This design comes from an exercise in tuning for small area, a short achievable clock period and few clock cycles on the open sky130 flow, not from production work. Only simulation tests tie the RTL to the original design; equivalence was not proved. Power is estimated from default activity; no workload was simulated.

<file path="design/flow/design.v">
`default_nettype none
package pos_list_pkg;
   localparam int CAPACITY_DEF   = 64;
   localparam int ELEM_WIDTH_DEF = 32;
   localparam int FUNC_W = 3;
   localparam int POS_W  = 7;
   localparam int VAL_W  = 32;
   localparam int STAT_W = 2;
   localparam int LEN_W  = 7;
   localparam logic [FUNC_W-1:0] FN_ADD_FRONT = 3'd0;
   localparam logic [FUNC_W-1:0] FN_ADD_REAR  = 3'd1;
   localparam logic [FUNC_W-1:0] FN_REM_FRONT = 3'd2;
   localparam logic [FUNC_W-1:0] FN_REM_REAR  = 3'd3;
   localparam logic [FUNC_W-1:0] FN_INS_AT    = 3'd4;
   localparam logic [FUNC_W-1:0] FN_DEL_AT    = 3'd5;
   localparam logic [STAT_W-1:0] ST_OK        = 2'd0;
   localparam logic [STAT_W-1:0] ST_UNDERFLOW = 2'd1;
   localparam logic [STAT_W-1:0] ST_RANGE     = 2'd2;
   localparam logic [STAT_W-1:0] ST_FULL      = 2'd3;
endpackage
`default_nettype wire
`default_nettype none
module pos_list_store
#(
   parameter int DEPTH = pos_list_pkg::CAPACITY_DEF,
   parameter int WIDTH = pos_list_pkg::ELEM_WIDTH_DEF,
   parameter int AW    = $clog2(DEPTH)
) (
   input  wire logic             clock,
   input  wire logic             wr_en,
   input  wire logic [AW-1:0]    addr,
   input  wire logic [WIDTH-1:0] wr_data,
   output logic      [WIDTH-1:0] rd_data
);
   logic [WIDTH-1:0] mem [DEPTH];
   logic [DEPTH-1:0] sel;
   always_comb begin
      for (int i = 0; i < DEPTH; i++) begin
         sel[i] = (addr == AW'(i));
      end
   end
   always_comb begin
      rd_data = '0;
      for (int i = 0; i < DEPTH; i++) begin
         rd_data = rd_data | (mem[i] & {WIDTH{sel[i]}});
      end
   end
   always_ff @(posedge clock) begin
      for (int i = 0; i < DEPTH; i++) begin
         if (wr_en && sel[i]) mem[i] <= wr_data;
      end
   end
endmodule
`default_nettype wire
`default_nettype none
module pos_list_ctrl
#(
   parameter int DEPTH = pos_list_pkg::CAPACITY_DEF,
   parameter int WIDTH = pos_list_pkg::ELEM_WIDTH_DEF,
   parameter int AW    = $clog2(DEPTH)
) (
   input  wire logic              clock,
   input  wire logic              reset,
   input  wire logic              start,
   output logic                   busy,
   input  wire logic [pos_list_pkg::FUNC_W-1:0] req_func,
   input  wire logic [pos_list_pkg::POS_W-1:0]  req_position,
   input  wire logic [pos_list_pkg::VAL_W-1:0]  req_item_value,
   output logic                   rsp_strobe,
   output logic [pos_list_pkg::VAL_W-1:0]       rsp_removed_value,
   output logic [pos_list_pkg::STAT_W-1:0]      rsp_status,
   output logic [pos_list_pkg::LEN_W-1:0]       rsp_length,
   output logic                   rsp_is_empty,
   output logic                   st_wr_en,
   output logic [AW-1:0]          st_addr,
   output logic [WIDTH-1:0]       st_wr_data,
   input  wire logic [WIDTH-1:0]  st_rd_data
);
   localparam int CW = $clog2(DEPTH + 1);
   logic                            accept;
   logic [CW-1:0]                   count_ff, count_in;
   logic                            c_valid, c_ins, c_del;
   logic [DEPTH-1:0]                c_sw, c_sl, c_sr, c_wsel;
   logic [WIDTH-1:0]                c_val;
   logic [pos_list_pkg::STAT_W-1:0] c_stat;
   logic [CW-1:0]                   c_len;
   logic                            d_valid, d_ins, d_del;
   logic [AW-1:0]                   d_slot;
   logic [WIDTH-1:0]                d_val;
   logic [pos_list_pkg::STAT_W-1:0] d_stat;
   logic [CW-1:0]                   d_len;
   logic                            o_strobe;
   logic [WIDTH-1:0]                o_rem;
   logic [pos_list_pkg::STAT_W-1:0] o_stat;
   logic [CW-1:0]                   o_len;
   logic                            o_empty;
   logic [AW-1:0]                   perm [DEPTH];
   logic [AW-1:0]                   w_slot;
   assign busy   = 1'b0;
   assign accept = start && !reset;
   logic                            full, empty;
   logic                            pos_zero, pos_gt_n, pos_gt_n1;
   logic                            do_ins, do_del;
   logic [pos_list_pkg::STAT_W-1:0] chk_stat;
   logic [DEPTH-1:0]                ge_p, eq_p, le_n, eq_n, lt_n1, eq_n1, eq_0;
   logic [DEPTH-1:0]                sw_in, sl_in, sr_in, wsel_in;
   logic [CW-1:0] cnt_p1_ff, cnt_m1_ff;
   logic          full_ff, empty_ff;
   assign full      = full_ff;
   assign empty     = empty_ff;
   assign pos_zero  = (req_position == '0);
   assign pos_gt_n  = (req_position > count_ff);
   assign pos_gt_n1 = (req_position > cnt_p1_ff);
   always_comb begin
      chk_stat = pos_list_pkg::ST_OK;
      do_ins   = 1'b0;
      do_del   = 1'b0;
      case (req_func)
         pos_list_pkg::FN_ADD_FRONT, pos_list_pkg::FN_ADD_REAR: begin
            if (full) chk_stat = pos_list_pkg::ST_FULL;
            else      do_ins   = 1'b1;
         end
         pos_list_pkg::FN_REM_FRONT, pos_list_pkg::FN_REM_REAR: begin
            if (empty) chk_stat = pos_list_pkg::ST_UNDERFLOW;
            else       do_del   = 1'b1;
         end
         pos_list_pkg::FN_INS_AT: begin
            if (pos_zero || pos_gt_n1) chk_stat = pos_list_pkg::ST_RANGE;
            else if (full)             chk_stat = pos_list_pkg::ST_FULL;
            else                       do_ins   = 1'b1;
         end
         pos_list_pkg::FN_DEL_AT: begin
            if (pos_zero || pos_gt_n) chk_stat = pos_list_pkg::ST_RANGE;
            else                      do_del   = 1'b1;
         end
         default: ;
      endcase
   end
   always_comb begin
      for (int j = 0; j < DEPTH; j++) begin
         ge_p[j]  = (8'(j + 1) >= {1'b0, req_position});
         eq_p[j]  = (8'(j + 1) == {1'b0, req_position});
         le_n[j]  = (8'(j) <= {1'b0, count_ff});
         eq_n[j]  = (8'(j) == {1'b0, count_ff});
         lt_n1[j] = (8'(j + 2) <= {1'b0, count_ff});
         eq_n1[j] = (8'(j + 1) == {1'b0, count_ff});
         eq_0[j]  = (j == 0);
      end
   end
   always_comb begin
      sw_in   = '0;
      sl_in   = '0;
      sr_in   = '0;
      wsel_in = '0;
      case (req_func)
         pos_list_pkg::FN_ADD_FRONT: begin
            sw_in   = eq_0;
            sl_in   = le_n & ~eq_0;
            wsel_in = eq_n;
         end
         pos_list_pkg::FN_ADD_REAR: begin
            sw_in   = eq_n;
            wsel_in = eq_n;
         end
         pos_list_pkg::FN_INS_AT: begin
            sw_in   = eq_p;
            sl_in   = ge_p & ~eq_p & le_n;
            wsel_in = eq_n;
         end
         pos_list_pkg::FN_REM_FRONT: begin
            sw_in   = eq_n1;
            sr_in   = lt_n1;
            wsel_in = eq_0;
         end
         pos_list_pkg::FN_REM_REAR: begin
            sw_in   = eq_n1;
            wsel_in = eq_n1;
         end
         pos_list_pkg::FN_DEL_AT: begin
            sw_in   = eq_n1;
            sr_in   = ge_p & lt_n1;
            wsel_in = eq_p;
         end
         default: ;
      endcase
   end
   always_comb begin
      count_in = count_ff;
      if (do_ins) count_in = cnt_p1_ff;
      if (do_del) count_in = cnt_m1_ff;
   end
   always_ff @(posedge clock) begin
      if (reset) begin
         count_ff  <= '0;
         cnt_p1_ff <= CW'(1);
         cnt_m1_ff <= '1;
         full_ff   <= 1'b0;
         empty_ff  <= 1'b1;
         c_valid   <= 1'b0;
         c_ins    <= 1'b0;
         c_del    <= 1'b0;
         c_sw     <= '0;
         c_sl     <= '0;
         c_sr     <= '0;
         c_wsel   <= '0;
      end else begin
         if (start && do_ins) begin
            count_ff  <= cnt_p1_ff;
            cnt_p1_ff <= cnt_p1_ff + 1'b1;
            cnt_m1_ff <= count_ff;
            full_ff   <= (cnt_p1_ff == CW'(DEPTH));
            empty_ff  <= 1'b0;
         end else if (start && do_del) begin
            count_ff  <= cnt_m1_ff;
            cnt_p1_ff <= count_ff;
            cnt_m1_ff <= cnt_m1_ff - 1'b1;
            full_ff   <= 1'b0;
            empty_ff  <= (cnt_m1_ff == '0);
         end
         c_valid  <= start;
         c_ins    <= start && do_ins;
         c_del    <= start && do_del;
         c_sw     <= sw_in;
         c_sl     <= sl_in;
         c_sr     <= sr_in;
         c_wsel   <= wsel_in;
      end
   end
   always_ff @(posedge clock) begin
      c_val  <= req_item_value;
      c_stat <= chk_stat;
      c_len  <= count_in;
   end
   always_comb begin
      w_slot = '0;
      for (int j = 0; j < DEPTH; j++) begin
         w_slot = w_slot | (perm[j] & {AW{c_wsel[j]}});
      end
   end
   logic [DEPTH-1:0] m_sw, m_sl, m_sr;
   assign m_sw = c_sw & {DEPTH{c_ins || c_del}};
   assign m_sl = c_sl & {DEPTH{c_ins}};
   assign m_sr = c_sr & {DEPTH{c_del}};
   always_ff @(posedge clock) begin
      for (int j = 0; j < DEPTH; j++) begin
         if (reset) begin
            perm[j] <= AW'(j);
         end else begin
            perm[j] <= (perm[j] & {AW{!(m_sw[j] || m_sl[j] || m_sr[j])}})
                     | (perm[(j > 0) ? j - 1 : 0] & {AW{m_sl[j] && (j > 0)}})
                     | (perm[(j < DEPTH - 1) ? j + 1 : j] & {AW{m_sr[j] && (j < DEPTH - 1)}})
                     | (w_slot & {AW{m_sw[j]}});
         end
      end
   end
   always_ff @(posedge clock) begin
      if (reset) begin
         d_valid <= 1'b0;
         d_ins   <= 1'b0;
         d_del   <= 1'b0;
      end else begin
         d_valid <= c_valid;
         d_ins   <= c_ins;
         d_del   <= c_del;
      end
      d_slot <= w_slot;
      d_val  <= c_val;
      d_stat <= c_stat;
      d_len  <= c_len;
   end
   assign st_wr_en   = d_ins;
   assign st_addr    = d_slot;
   assign st_wr_data = d_val;
   always_ff @(posedge clock) begin
      if (reset) o_strobe <= 1'b0;
      else       o_strobe <= d_valid;
      o_rem   <= d_del ? st_rd_data : '0;
      o_stat  <= d_stat;
      o_len   <= d_len;
      o_empty <= (d_len == '0);
   end
   assign rsp_strobe        = o_strobe;
   assign rsp_removed_value = o_rem;
   assign rsp_status        = o_stat;
   assign rsp_length        = pos_list_pkg::LEN_W'(o_len);
   assign rsp_is_empty      = o_empty;
endmodule
`default_nettype wire
`default_nettype none
module positional_list_engine
#(
   parameter int CAPACITY   = pos_list_pkg::CAPACITY_DEF,
   parameter int ELEM_WIDTH = pos_list_pkg::ELEM_WIDTH_DEF
) (
   input  wire logic              clock,
   input  wire logic              reset,
   input  wire logic              start,
   output logic                   busy,
   input  wire logic [pos_list_pkg::FUNC_W-1:0] req_func,
   input  wire logic [pos_list_pkg::POS_W-1:0]  req_position,
   input  wire logic [pos_list_pkg::VAL_W-1:0]  req_item_value,
   output logic                   rsp_strobe,
   output logic [pos_list_pkg::VAL_W-1:0]       rsp_removed_value,
   output logic [pos_list_pkg::STAT_W-1:0]      rsp_status,
   output logic [pos_list_pkg::LEN_W-1:0]       rsp_length,
   output logic                   rsp_is_empty
);
   localparam int AW = $clog2(CAPACITY);
   logic                  st_wr_en;
   logic [AW-1:0]         st_addr;
   logic [ELEM_WIDTH-1:0] st_wr_data;
   logic [ELEM_WIDTH-1:0] st_rd_data;
   pos_list_ctrl #(
      .DEPTH (CAPACITY),
      .WIDTH (ELEM_WIDTH),
      .AW    (AW)
   ) u_ctrl (
      .clock             (clock),
      .reset             (reset),
      .start             (start),
      .busy              (busy),
      .req_func          (req_func),
      .req_position      (req_position),
      .req_item_value    (req_item_value),
      .rsp_strobe        (rsp_strobe),
      .rsp_removed_value (rsp_removed_value),
      .rsp_status        (rsp_status),
      .rsp_length        (rsp_length),
      .rsp_is_empty      (rsp_is_empty),
      .st_wr_en          (st_wr_en),
      .st_addr           (st_addr),
      .st_wr_data        (st_wr_data),
      .st_rd_data        (st_rd_data)
   );
   pos_list_store #(
      .DEPTH (CAPACITY),
      .WIDTH (ELEM_WIDTH),
      .AW    (AW)
   ) u_store (
      .clock   (clock),
      .wr_en   (st_wr_en),
      .addr    (st_addr),
      .wr_data (st_wr_data),
      .rd_data (st_rd_data)
   );
endmodule
`default_nettype wire
</file>
<file path="design/flow/run.sh">
#!/bin/bash
# synth_recipe.tcl (not shown) runs the flow's synth.tcl, then flattens the netlist and writes it again
# the make line also repeats each setting of config.mk as NAME=value (left out here)
make -C /OpenROAD-flow-scripts/flow DESIGN_CONFIG=/design/flow/config.mk WORK_HOME=/design/flow/orfs CLKGATE_MAP_FILE= SYNTH_SCRIPT=/design/flow/synth_recipe.tcl finish
</file>
<file path="design/flow/config.mk">
export PLATFORM = sky130hd
export DESIGN_NAME = positional_list_engine
export DESIGN_NICKNAME = positional_list_engine
export VERILOG_FILES = /design/flow/design.v
export SDC_FILE = /design/flow/constraint.sdc
export NUM_CORES = 4
export LEC_CHECK = 0
export CAP_MARGIN = 20
export CELL_PAD_IN_SITES_DETAIL_PLACEMENT = 1
export CORE_MARGIN = 2
export CORE_UTILIZATION = 35
export PLACE_DENSITY = 0.5
export SETUP_SLACK_MARGIN = 2.3
export SLEW_MARGIN = 20
</file>
<file path="design/flow/constraint.sdc">
create_clock -name core_clock -period 5.0 [get_ports {clock}]
set_input_delay 1.0000 -clock core_clock [delete_from_list [all_inputs] [get_ports {clock}]]
set_output_delay 1.0000 -clock core_clock [all_outputs]
set_load 0.01 [all_outputs]
</file>
==> summary.txt, run 1 <==
The tool flagged a number of max-cap violations equal to 0. The number of nets handed over by synthesis was around 8,000. Global routing consumed, on the met1 layer, between 40% and 50% of the routing resources. The power density relative to cell area came out at roughly 370 nW/um^2. Yosys printed 4 warnings. The run finished with no timing, DRC or antenna violations.

Setup repair after global routing could not meet its margin everywhere. The maximum frequency from static timing analysis came out at 310.9 MHz. The number of library cell types mapped by synthesis came out at 84. After synthesis, the largest family of logic cells by area is compound AO/OA/AOI/OAI gates. The top-level I/O count is 89. In this run the most used layer during global routing was met2. The half-perimeter wire length of the detailed placement result came out at slightly below 400,000 um. The cell sitting at the root of the clock tree is a clkbuf_16. In the synthesized netlist the async set-or-reset flop fraction comes to 0%. The final routed wirelength across all metal layers is between 600,000 and 700,000 um. The mapped netlist covers around 110,000 sq um.

The relative slew slack came out at between 15 and 20%. The floorplan step defined a die boundary enclosing 320,300 sq um. Averaged over all synthesized cells, the footprint is between 10 and 15 sq um.

The tightest hold path in the finished design has a slack of about 330 ps. Registers take between 70,000 and 80,000 sq um. The DRC violation count after routing came out at 0.

For this configuration, the core starts out at a cell density of 35.12%. Leaving out fill and tap cells, the most frequent cells in the layout are edfxtp_1, dfxtp_1, buf_4, a22oi_1, nand3_1. The total count of hold-check failures in the final report came out at 0. After filler insertion, the fill cell instance count of the layout stands at slightly above 30,000. The sink count of the clock tree came out at 2,848. The cell count after synthesis is 8,086. The critical path is of the reg -> reg type. The floorplan step defined a core boundary enclosing between 300,000 and 400,000 sq um. The starting DRC count in detailed routing came out at around 18,000. The total grt overflow is 0. Routability-driven placement finished with a final weighted congestion of about 1.0. The clock passes through at most 4 buffers. The largest driver fanout on the critical path came out at 8. At the worst endpoint, the required time is ~5800 ps. The compound-cell area share of the yosys netlist is roughly 17%. The area fraction in and, or, nand and nor cells after synthesis came out at around 10%.

Summed over all failing endpoints, the final setup total negative slack is 0 ps. Summing the areas of all fa, ha and maj instances in the mapped netlist gives less than 1% of the synthesized area. The total power is about 52 mW.

The maximum level of the CTS H-tree is 5. The clock-pin slew of the registers on the worst-case setup and hold paths is ~60 ps. The met2 layer usage reported by global route is 59.32%. The min-delay analysis places its worst path in the category reg -> reg. The routed via count came out at 93,930. The hold-fix buffer count after cts came out at 0. The area of combinational cells with multiple inputs is approximately 34,000 sq um. The floorplan die height came out at ~570 um. The final period demand of the worst path came out at between 3000 and 4000 ps.

The maximum vdd drop is approximately 0.38 mV. Synthesis inferred 2,848 register bits. The utilization after layout is around 45%. The TritonCTS clock tree is done. The die is around 570 um wide.

The floorplan has approximately 210 rows. The wire length per cell is ~50 um. The number of buffers inserted during clock tree synthesis came out at about 320. The largest net degree at the start of global routing came out at approximately 140.

STA classifies the critical path startpoint as a flop. The share of cells above drive strength 1 is 26.17%. Of the available clock period, the critical path in the final layout requires between 60% and 70%.

For the pin with the worst max-slew slack, the measured transition is between 1000 and 1500 ps. The multiplexer fraction of the synthesized cell area is less than 1%. The layout-stage area growth over the synthesis result came out at 27.84%.

The endpoint class of the critical path is a flop. The first TritonRoute pass finished after 12 iterations. The wire length of the first global-routing pass is 841,400 um. In this run the static leakage power is between 40 and 50 nW. The number of nets with antenna violations after routing came out at 0.

Yosys mapped a number of flops with a built-in enable equal to a little over 2,000. The clock latency on the worst-skew pair is ~980 ps. After detailed routing, the number of vias per cell comes to between 7 and 8. The library cell used most frequently in the layout, excluding fill and tap cells, is edfxtp_1.

The all-layer global routing usage is roughly 39%. Of the total synthesized cell area, the portion taken by XOR and XNOR cells is 0.007924%. The number of slew-limit violations in the final report came out at 0. The number of global-route vias before repair is 87,390. The layout net count came out at a little under 9,000.

The initial antenna violation count came out at 74. During placement, the flow inserted port buffers numbering 87. The data arrival time of the critical path came out at 4020 ps.

In the global route stage, met3 resource usage came out at around a tenth. The primary flip-flop cell chosen by synthesis mapping is edfxtp_1. Of the synthesized area, sequential elements account for a little over two thirds.

The final setup skew is 76.59 ps. Setup violations remaining at the end of the flow were counted as 0.
## kinds of logic after synthesis
kind of cell	after synthesis
fa+ha+maj	17
buf+inv	787
flops	2848
compound gates	2258
other cells	1
xor+xnor	1
simple gates	2159
mux	15
## final cells by class
class / count / share of cell area [%]
clock buffers: 428 / 6.247
inverters: 36 / 0.1213
repair buffers: 1094 / 9.469
flip-flops and latches: 2848 / 55.03
diodes: 49 / 0.08678
well taps: 4160 / 3.684
multi-input cells: 4466 / 24.23
clock inverters: 145 / 1.126
## path summary, 6_finish.rpt
kind / end / slack, ps / startpoint / depth (start not counted)
max: u_ctrl.perm[8][3] / 1780 / u_ctrl.c_wsel[7] / 8
max reg2reg: u_ctrl.perm[8][3] / 1780 / u_ctrl.c_wsel[7] / 8
min reg2reg: u_ctrl.d_val[5] / 330 / u_ctrl.c_val[5] / 0
min: u_ctrl.d_val[5] / 330 / u_ctrl.c_val[5] / 0
## sequential cells by signal (all words and copies together) (netlist names), 2 cells and up
register          cells
u_ctrl.perm         384
u_ctrl.cnt_m1_ff      7
u_store.mem        2048
u_ctrl.o_stat         2
u_ctrl.c_sw          64
u_ctrl.o_len          7
u_ctrl.c_len          7
u_ctrl.c_sr          64
u_ctrl.d_slot         6
u_ctrl.c_wsel        64
u_ctrl.c_stat         2
u_ctrl.o_rem         32
u_ctrl.c_sl          64
u_ctrl.cnt_p1_ff      7
u_ctrl.d_val         32
u_ctrl.c_val         32
u_ctrl.count_ff       7
u_ctrl.d_stat         2
u_ctrl.d_len          7
## layer usage
layer | routed length, um | up-vias
met5 | 354 | -
met4 | 74890 | 44
li1 | - | 34480
met3 | 78750 | 2780
met2 | 288300 | 8427
met1 | 225300 | 48200
## report_power, final
group / internal [mW] / switching, mW / total (mW)
Sequential: 25.3 / 0.176 / 25.5
Combinational: 0.751 / 1.70 / 2.45
Clock: 13.7 / 10.4 / 24.1
Total: 39.8 / 12.3 / 52.1
## worst max-delay path, cell delays in order, from the launching register on
cell,delay (ps)
dfxtp_1,530
a22o_1,310
a221oi_2,660
nand4_1,200
or4_4,580
buf_12,160
buf_6,110
buf_16,170
a221o_1,330
## Yosys cell counts (242+ instances only)
master    number  area share, %
nand2_1      379            1.3
nand3_1      519            2.4
a221oi_1     261            2.1
dfxtp_1      800             14
a221o_1      373            3.4
nor2_1       257           0.87
a21oi_1      323            1.5
clkbuf_1     662            2.2
a22oi_1      537            3.6
a222oi_1     242            2.2
nand4_1      266            1.5
edfxtp_1    2048             56
a22o_1       242            1.9
## repair_timing
item / in CTS / in global routing
resized for setup: 802 / 577
pin swaps: 164 / 276
buffers inserted: 250 / 230
setup endpoints to repair: 2675 / 625
cloned: 51 / 40
hold endpoints to repair: 0 / 0
## through the flow
step                      cell area (sq um)  setup slack, ps  instances
after floorplan                      110700             2034       8086
after global placement               118800            488.1      12030
after detailed placement             118900            415.4      12030
after CTS                            135800             1910      12910
after global routing                 141200             1845      13200
final                                141300             1784      13230
Testbench counts, summed over its fixed seeds: cycles 4,816.
==> run 2: changes to the inputs <==
--- a/design/flow/design.v
+++ b/design/flow/design.v
@@ -28,17 +28,11 @@
 ) (
    input  wire logic             clock,
    input  wire logic             wr_en,
-   input  wire logic [AW-1:0]    addr,
+   input  wire logic [DEPTH-1:0] sel,
    input  wire logic [WIDTH-1:0] wr_data,
    output logic      [WIDTH-1:0] rd_data
 );
    logic [WIDTH-1:0] mem [DEPTH];
-   logic [DEPTH-1:0] sel;
-   always_comb begin
-      for (int i = 0; i < DEPTH; i++) begin
-         sel[i] = (addr == AW'(i));
-      end
-   end
    always_comb begin
       rd_data = '0;
       for (int i = 0; i < DEPTH; i++) begin
@@ -72,7 +66,7 @@
    output logic [pos_list_pkg::LEN_W-1:0]       rsp_length,
    output logic                   rsp_is_empty,
    output logic                   st_wr_en,
-   output logic [AW-1:0]          st_addr,
+   output logic [DEPTH-1:0]       st_sel,
    output logic [WIDTH-1:0]       st_wr_data,
    input  wire logic [WIDTH-1:0]  st_rd_data
 );
@@ -85,7 +79,7 @@
    logic [pos_list_pkg::STAT_W-1:0] c_stat;
    logic [CW-1:0]                   c_len;
    logic                            d_valid, d_ins, d_del;
-   logic [AW-1:0]                   d_slot;
+   logic [DEPTH-1:0]                d_slot;
    logic [WIDTH-1:0]                d_val;
    logic [pos_list_pkg::STAT_W-1:0] d_stat;
    logic [CW-1:0]                   d_len;
@@ -263,13 +257,15 @@
          d_ins   <= c_ins;
          d_del   <= c_del;
       end
-      d_slot <= w_slot;
+      for (int i = 0; i < DEPTH; i++) begin
+         d_slot[i] <= (w_slot == AW'(i));
+      end
       d_val  <= c_val;
       d_stat <= c_stat;
       d_len  <= c_len;
    end
    assign st_wr_en   = d_ins;
-   assign st_addr    = d_slot;
+   assign st_sel     = d_slot;
    assign st_wr_data = d_val;
    always_ff @(posedge clock) begin
       if (reset) o_strobe <= 1'b0;
@@ -307,7 +303,7 @@
 );
    localparam int AW = $clog2(CAPACITY);
    logic                  st_wr_en;
-   logic [AW-1:0]         st_addr;
+   logic [CAPACITY-1:0]   st_sel;
    logic [ELEM_WIDTH-1:0] st_wr_data;
    logic [ELEM_WIDTH-1:0] st_rd_data;
    pos_list_ctrl #(
@@ -328,7 +324,7 @@
       .rsp_length        (rsp_length),
       .rsp_is_empty      (rsp_is_empty),
       .st_wr_en          (st_wr_en),
-      .st_addr           (st_addr),
+      .st_sel            (st_sel),
       .st_wr_data        (st_wr_data),
       .st_rd_data        (st_rd_data)
    );
@@ -339,7 +335,7 @@
    ) u_store (
       .clock   (clock),
       .wr_en   (st_wr_en),
-      .addr    (st_addr),
+      .sel     (st_sel),
       .wr_data (st_wr_data),
       .rd_data (st_rd_data)
    );
==> design/flow/config.mk (replaced) <==
export PLATFORM = sky130hd
export DESIGN_NAME = positional_list_engine
export DESIGN_NICKNAME = positional_list_engine
export VERILOG_FILES = /design/flow/design.v
export SDC_FILE = /design/flow/constraint.sdc
export NUM_CORES = 4
export LEC_CHECK = 0
export CAP_MARGIN = 20
export CORE_MARGIN = 2
export CORE_UTILIZATION = 30
export PLACE_DENSITY = 0.45
export SETUP_SLACK_MARGIN = 2.0
export SLEW_MARGIN = 20
==> summary.txt, run 2 <==
The run finished with no timing, DRC or antenna violations. The largest registers in the layout are u_store.mem (2048), u_ctrl.perm (384). The commonest cells after synthesis are edfxtp_1, dfxtp_1, clkbuf_1.

The top-area cell type share of the netlist area is 55.76%. The mapped netlist covers 110,300 sq um. The slew at the pin closest to its max-slew limit came out at roughly 1300 ps. Subtracting the final worst setup slack from the clock period gives ~3200 ps.

The number of library cell types mapped by synthesis is a little over 80. The number of flops mapped to enable cells by yosys came out at around 2,000. The average instance area after synthesis is roughly 14 sq um.

The total count of hold-check failures in the final report came out at 0. The maximum vdd drop is roughly 0.30 mV. The hold-fix buffer count after cts is 0. The area of combinational cells with multiple inputs came out at 29,470 sq um. The endpoint class of the critical path is a flop.

Setup slack on the critical path of the routed design comes to 1793 ps. The cell count after synthesis is around 7,700. The final-layout setup total negative slack is 0 ps. The maximum level of the CTS H-tree is 5. Of the total synthesized cell area, the portion taken by full adders, half adders and majority gates is less than 1%.

Across the run, the number of max-cap violations was 0. The HPWL after detailed placement is around 370,000 um. The number of buffers inserted during clock tree synthesis came out at 330.

For this design the ratio of total power to cell area is 410.7 nW/um^2. Summing the areas of all xor and xnor instances in the mapped netlist gives less than 1% of the synthesized area. The number of slew-limit violations in the final report came out at 0. After clock tree synthesis, the clock-pin slew on the worst setup and hold paths is 70 ps.

The initial core utilization is 30.15%. STA classifies the critical path startpoint as a flop. The CTS root buffer is clkbuf_16. The clock latency on the worst-skew pair is between 900 and 1000 ps. Yosys instantiated no cell more often than edfxtp_1. The fraction of registers with async set or reset after synthesis is 0%. Relative to the synthesized area, the layout overhead comes to 17.40%. The multiplexer fraction of the synthesized cell area came out at less than 1%. The number of flip-flops in the largest register came out at ~2,000.

The top-level I/O count came out at 89. Summed over all instances, the cell type with the most area after synthesis is edfxtp_1. The number of global-route vias before repair is roughly 78,000. The first global-routing pass estimated 784,000 um of wire.

The maximum frequency from static timing analysis is 311.8 MHz. The library cell used most frequently in the layout, excluding fill and tap cells, is edfxtp_1. The routed via count is approximately 84,000. The largest net degree at the start of global routing is about 190.

The floorplan step defined a die boundary enclosing approximately 370,000 sq um. The area of the core region is around 370,000 sq um. After layout, the design draws a total of approximately 53 mW. The floorplan die height is between 600 and 700 um.

Summing the areas of all and, or, nand and nor instances in the mapped netlist gives 7.263% of the synthesized area. The total grt overflow is 0. The all-layer global routing usage is about a third. The final setup skew is between 100 and 150 ps. The critical path is of the reg -> reg type. The starting DRC count in detailed routing is about 16,000. The warning count from the yosys run came out at 4. The final routed wirelength across all metal layers is between 600,000 and 700,000 um. Yosys attributes the largest share of cell area to edfxtp_1, dfxtp_1, a221oi_1. The register bit count reported by yosys came out at between 2,000 and 3,000.

The DRC violation count after routing came out at 0. Setup repair after global routing could not meet its margin everywhere. The relative slew slack is ~17%. The leakage power figure came out at around 41 nW. The register area is slightly below 80,000 sq um.

The share of cells above drive strength 1 is around 15%. Once detail routing completed, the nets flagged for antenna violations numbered 0. The TritonCTS clock tree is done. After detailed routing, the average wire length per cell comes to 46.68 um.

The post-synth net total came out at roughly 7,800. The critical path goes through buf_4, nor2_2, nand2_1, nor2_1, nand2_1, o211ai_1, o211ai_1, a21oi_1. The synthesized netlist devotes about a fifth of its cell area to compound gates.

The sink count of the clock tree came out at roughly 2,900. For this run, the register share of the synthesized area comes to 71.33%. The primary flip-flop cell chosen by synthesis mapping is edfxtp_1. The floorplan has approximately 220 rows. Along the worst path, the maximum fanout reaches 17. In the layout the commonest cells are edfxtp_1, dfxtp_1, a22oi_1, a221oi_1, a22o_1. At the end of routability-driven placement, the weighted congestion stood at 1.016.

The critical path's slowest cell is nand2_1. The required time at the worst-slack endpoint is approximately 5900 ps. The largest stage delay on the critical path came out at between 600 and 700 ps. The via-per-instance ratio came out at roughly 6.5. Input and output buffers added on the ports amount to between 80 and 90. The initial antenna violation count is slightly above 50. After synthesis, the largest family of logic cells by area is compound AO/OA/AOI/OAI gates. Ranked by flip-flop count, first place goes to u_store.mem.

The worst slack at placement came out at between 900 and 1000 ps. The total iterations of the first detailed-routing run came out at 14. The path class of the tightest hold or removal check is reg -> reg. Setup violations remaining at the end of the flow were counted as 0.

The floorplan step set the die width to a little over 600 um. The final clock period utilization by the worst path is between 60% and 70%. The layout net count is about 7,900. The layout filler cell count came out at about 35,000. The data arrival time of the critical path is roughly 4100 ps.

The deepest clock path buffer count came out at 4.
-- run 2: changes by cell type after synthesis, moves of 42 or more --
cell | before | now
clkbuf_1 | 662 | 585
nand4_1 | 266 | 125
dfxtp_1 | 800 | 858
a221oi_1 | 261 | 433
and2_1 | 150 | 192
and3_1 | 133 | 12
nand3_1 | 519 | 134
a22o_1 | 242 | 419
a22oi_1 | 537 | 464
-- run 2: cells by family after synthesis --
logic type | count (synthesis)
xor+xnor | 2
compound gates | 2541
mux | 5
other cells | 1
simple gates | 1577
buf+inv | 696
flops | 2906
fa+ha+maj | 17
-- run 2: stage by stage --
step / utilization, % / instances / area (sq um) / hold WS (ps)
floorplan: - / 7745 / 110300 / 309.6
global placement: 32.12 / 12290 / 117500 / 310.4
detailed placement: 32.14 / 12300 / 117600 / 312.0
CTS: 35.27 / 12920 / 129000 / 311.4
global route: 35.38 / 12980 / 129400 / 306.2
finish: 35.40 / 13000 / 129500 / 318.1
-- run 2: power breakdown --
part           total, mW  switching [mW]  internal, mW
Sequential          26.3           0.503          25.8
Clock               25.0            10.6          14.4
Combinational       1.89            1.34         0.551
-- run 2: repair_timing --
action / CTS / global route
resized for setup: 104 / 40
setup buffers: 8 / 5
setup endpoints to repair: 536 / 137
gates cloned: 4 / 1
pin swaps: 9 / 8
-- run 2: metal layers --
metal	up-vias	wire length [um]	global-route usage, %
met1	44710	231400	40.04
met2	6278	275500	49.73
met5	-	229	0.2583
met4	16	43910	19.30
met3	1369	56000	5.527
li1	32090	-	-
-- run 2: final cells by class --
cell class	count	area share (%)
sequential	2906	61.05
multi-input combinational	4147	22.76
clock buffer	443	7.136
tap	4816	4.654
timing repair buffer	414	2.797
clock inverter	166	1.359
antenna	80	0.1546
inverter	30	0.08696
-- run 2: worst max-delay path, delay by kind of cell (launching register included) --
family          cells  cell delay (ps)
compound gates      3              520
buf+inv             1              290
flops               1              490
simple gates        4             1780
-- run 2: final timing paths --
path / startpoint / end / slack, ps / cells after the start
max: u_ctrl.count_ff[3] / u_ctrl.c_sw[49] / 1790 / 8
min: u_ctrl.c_val[28] / u_ctrl.d_val[28] / 320 / 0
max reg2reg: u_ctrl.count_ff[3] / u_ctrl.c_sw[49] / 1790 / 8
min reg2reg: u_ctrl.c_val[28] / u_ctrl.d_val[28] / 320 / 0
Testbench counts of run 2, summed over its fixed seeds: cycles 4,816.
==> run 3: changes to the inputs <==
--- a/design/flow/config.mk
+++ b/design/flow/config.mk
@@ -9,5 +9,5 @@
 export CORE_MARGIN = 2
 export CORE_UTILIZATION = 30
 export PLACE_DENSITY = 0.45
-export SETUP_SLACK_MARGIN = 2.0
+export SETUP_SLACK_MARGIN = 2.3
 export SLEW_MARGIN = 20
==> summary.txt, run 3 <==
The number of max-cap violations came out at 0. In the layout the commonest cells are edfxtp_1, dfxtp_1, a22oi_1, a22o_1, a221oi_1. The final setup skew is roughly 130 ps.

The register bit count reported by yosys came out at about 2,900. Setup repair after global routing could not meet its margin everywhere. Entering global routing, the biggest net connects around 150 pins.

The post-layout instance count excluding filler cells came out at about 13,000. The largest driver fanout on the critical path came out at 4. The data arrival time of the critical path came out at approximately 3700 ps. Row generation in the floorplan step produced roughly 220 rows.

In this run the worst setup path terminates at u_ctrl.d_slot[40]. The slew at the pin closest to its max-slew limit came out at ~1300 ps. The starting DRC count in detailed routing came out at 17,730. The number of cells on the worst hold path came out at 0. The floorplan step defined a core boundary enclosing about 370,000 sq um.

The warning count from the yosys run came out at 4. The final clock period utilization by the worst path is about 59%. After synthesis, the most frequently instantiated cells are edfxtp_1, dfxtp_1, clkbuf_1. The number of cells on the worst reg-to-reg path came out at 10. TritonCTS built the clock tree. The routed via count is between 80,000 and 90,000. The number of library cell types mapped by synthesis came out at between 80 and 90. The global placer's final weighted congestion came out at 1.011. For this run, the leading register cell type out of synthesis is edfxtp_1.

The startpoint of the worst setup timing path is u_ctrl.perm[6][3]. More flip-flops sit in one register than any other, and that register is u_store.mem. Of all cell types, the one taking the most synthesized area is edfxtp_1. The multiplexer fraction of the synthesized cell area came out at less than 1%. By area the synthesized netlist is led by edfxtp_1, dfxtp_1, a221oi_1.

The wire length of the first global-routing pass is about 800,000 um. The final-layout setup total negative slack is 0 ps. Of the synthesized area, sequential elements account for a little under three quarters. The layout filler cell count came out at 34,750. Measured along the y axis, the die boundary spans between 600 and 700 um.

The number of nets with antenna violations after routing came out at 0. The worst setup path is launched from a flop. The all-layer global routing usage came out at 32.35%. By area, the combinational part of the netlist is dominated by compound AO/OA/AOI/OAI gates.

Yosys instantiated no cell more often than edfxtp_1. Averaged over all synthesized cells, the footprint is 14.24 sq um. The endpoint identified for the worst register-to-register timing path is u_ctrl.d_slot[40]. The total iterations of the first detailed-routing run came out at 10.

STA classifies the critical path endpoint as a flop. The critical path is of the reg -> reg type. The later pin in the worst-skew pair is clocked with a latency of 1000 ps.

The DRC violation count after routing is 0. The maximum vdd drop came out at about 0.28 mV. The wire length per cell came out at ~48 um. The required time at the worst-slack endpoint is 5780 ps. The top-level I/O count is just under 90.

The number of global-route vias before repair is ~79,000. The xor/xnor cell area share of the yosys netlist came out at 0.01588%. Setup violations remaining at the end of the flow were counted as 0. The area of combinational cells with multiple inputs is around 32,000 sq um. The class of the tightest hold or removal check is reg -> reg. For flop-to-flop paths, the worst setup slack is slightly above 2000 ps. The top-area cell type share of the netlist area came out at 55.76%. The clock net in this run drives a total of slightly below 3,000 sinks. The cell area that synthesis handed to floorplanning was ~110,000 sq um.

The number of buffer cells added on primary ports came out at 87. The worst slack at placement came out at 904.7 ps. For this design the static power due to leakage is roughly 43 nW. The floorplan step defined a die boundary enclosing about 370,000 sq um. The fraction of registers with async set or reset after synthesis is 0%.

In this run the power density over the cells is 399.1 nW/um^2. The deepest clock path buffer count came out at 4. The via-per-instance ratio came out at approximately 6.6. The number of flops mapped to enable cells by yosys came out at roughly 2,000. The final routed wirelength across all metal layers is approximately 630,000 um. The most common cell after layout, fill and taps aside is edfxtp_1. Counting every instance in the synthesized netlist gives 7,745. The number of flip-flops in the largest register is 2,048.

The post-synth net total is approximately 7,800. The initial antenna violation count came out at 85. After layout, the worst setup slack is 2058 ps. The number of cells after detailed placement is 12,280. The clock-pin slew of the registers on the worst-case setup and hold paths came out at 70 ps. In the final layout, the registers with the most flip-flops are u_store.mem (2048), u_ctrl.perm (384). The number of buffers inserted during clock tree synthesis is between 300 and 400. The total count of hold-check failures in the final report came out at 0. The share of cells above drive strength 1 is 20.39%.

From synthesis to final layout, the design area changed by 21.44%. The maximum frequency from static timing analysis is 339.9 MHz. Of the total synthesized cell area, the portion taken by AND, OR, NAND and NOR gates is 7.263%. After Yosys synthesis, full adders, half adders and majority gates account for less than 1% of the synthesized area. The floorplan die width is 610.3 um. The maximum level of the CTS H-tree came out at 5.

The compound-cell area share of the yosys netlist came out at 18.68%. The initial core utilization is a little under a third. The utilization after layout came out at 36.61%. The run finished with no timing, DRC or antenna violations. The final period demand of the worst path is 2942 ps.

The HPWL after detailed placement is about 370,000 um. The total grt overflow is 0. The reg-to-reg critical path startpoint is u_ctrl.perm[6][3]. The CTS root buffer is clkbuf_16. The number of slew-limit violations in the final report is 0. The register area is around 79,000 sq um. The net count of the finished layout is between 8,000 and 9,000. The worst pin sits at a relative slew slack of between 10% and 20%.
[run 3: cell counts after synthesis]
No cell type changed its count.
[run 3: kinds of logic after synthesis]
group,Yosys count
flip-flops,2906
AO/OA/AOI/OAI,2541
AND/OR/NAND/NOR,1577
buffers and inverters,696
adder cells (fa/ha/maj),17
multiplexers,5
XOR/XNOR,2
other,1
[run 3: per-layer routing]
metal  vias up  share of wire (%)  track usage, %
met5         -              0.043               0
met1     45120                 37           41.15
met3      1666                 11           6.939
met2      7214                 45           50.59
li1      32390                  -               -
met4        40                7.5           19.29
[run 3: repair_timing]
action,in CTS,in global routing
endpoints found under the setup margin,1006,838
pin swaps,104,93
gates cloned,52,18
setup buffers,80,32
hold buffers,0,0
resized for setup,469,442
[run 3: area by class of cell]
| cell class | count | area share [%] |
|---|---|---|
| well taps | 4816 | 4.499 |
| clock buffers | 471 | 6.923 |
| clock inverters | 132 | 1.180 |
| flip-flops and latches | 2906 | 59.09 |
| diodes | 52 | 0.09715 |
| inverters | 30 | 0.08874 |
| repair buffers | 531 | 4.451 |
| multi-input cells | 4180 | 23.67 |
[run 3: how the worst min path moves through the flow]
| stage | from | to | slack, ps |
|---|---|---|---|
| 4_1_cts | u_ctrl.c_val[20] | u_ctrl.d_val[20] | 290 |
| 6_report | u_ctrl.c_val[20] | u_ctrl.d_val[20] | 300 |
| 3_5_place_dp | u_ctrl.c_val[15] | u_ctrl.d_val[15] | 310 |
| 5_1_grt | u_ctrl.c_val[20] | u_ctrl.d_val[20] | 300 |
| 2_1_floorplan | u_ctrl.c_len[0] | u_ctrl.d_len[0] | 310 |
| 3_3_place_gp | u_ctrl.c_val[19] | u_ctrl.d_val[19] | 310 |
[run 3: critical path, stage by stage, from the launching register on]
cell,delay [ps]
dfxtp_1,520
a22o_1,350
a221oi_2,370
nand4_1,250
or4_4,530
buf_12,170
buf_16,140
nor2b_4,130
buf_12,150
nand2_8,100
nor2_1,40
[run 3: per-stage QoR]
| step | instance area [sq um] | power [mW] | hold WS, ps |
|---|---|---|---|
| after CTS | 131400 | 53.21 | 289.6 |
| after floorplan | 110400 | 27.52 | 309.6 |
| after global placement | 117400 | 28.54 | 310.2 |
| after global routing | 133900 | 54.46 | 301.6 |
| after detailed placement | 117500 | 28.54 | 312.0 |
| final | 133900 | 53.45 | 301.6 |
[run 3: where the power goes]
group          switching [mW]  internal, mW  leakage (nW)  total, mW
Clock                    10.5          14.3          5.29       24.8
Sequential              0.483          25.8          25.5       26.3
Combinational            1.55         0.820          12.6       2.37

==> separate check: timing with driven ports <==
How much do the figures lean on ideal ports? The routed layouts below were timed once more, with nothing changed but the port constraints.
Step 1 (the two cells are an assumption about what drives the block):
set clk [get_ports {clock}]
set_driving_cell -lib_cell sky130_fd_sc_hd__clkbuf_16 $clk
set_driving_cell -lib_cell sky130_fd_sc_hd__buf_2 [delete_from_list [all_inputs] $clk]
Step 2 adds t to the input delays and takes it off the output delays; t is the mean of the earliest and latest rising clock arrival at the registers after step 1. Input paths then give back, and output paths get back, about the clock's delay inside the block.
Three values: no drivers, after step 1, after step 2; two values: the first two.
run | shift t [ns] | setup WS [ns] | latest minus earliest clock arrival (ns)
run 1 | 1.062 | 1.784 / 1.784 / 1.337 | 0.078 / 0.079
run 2 | 1.052 | 1.793 / 1.793 / 1.108 | 0.122 / 0.121
run 3 | 1.058 | 2.058 / 2.058 / 1.232 | 0.132 / 0.132
After both steps every run listed still meets setup and hold. The setup slack of run 3, which loses most, moves by 0.000 ns with the drivers and by -0.826 ns with both steps.
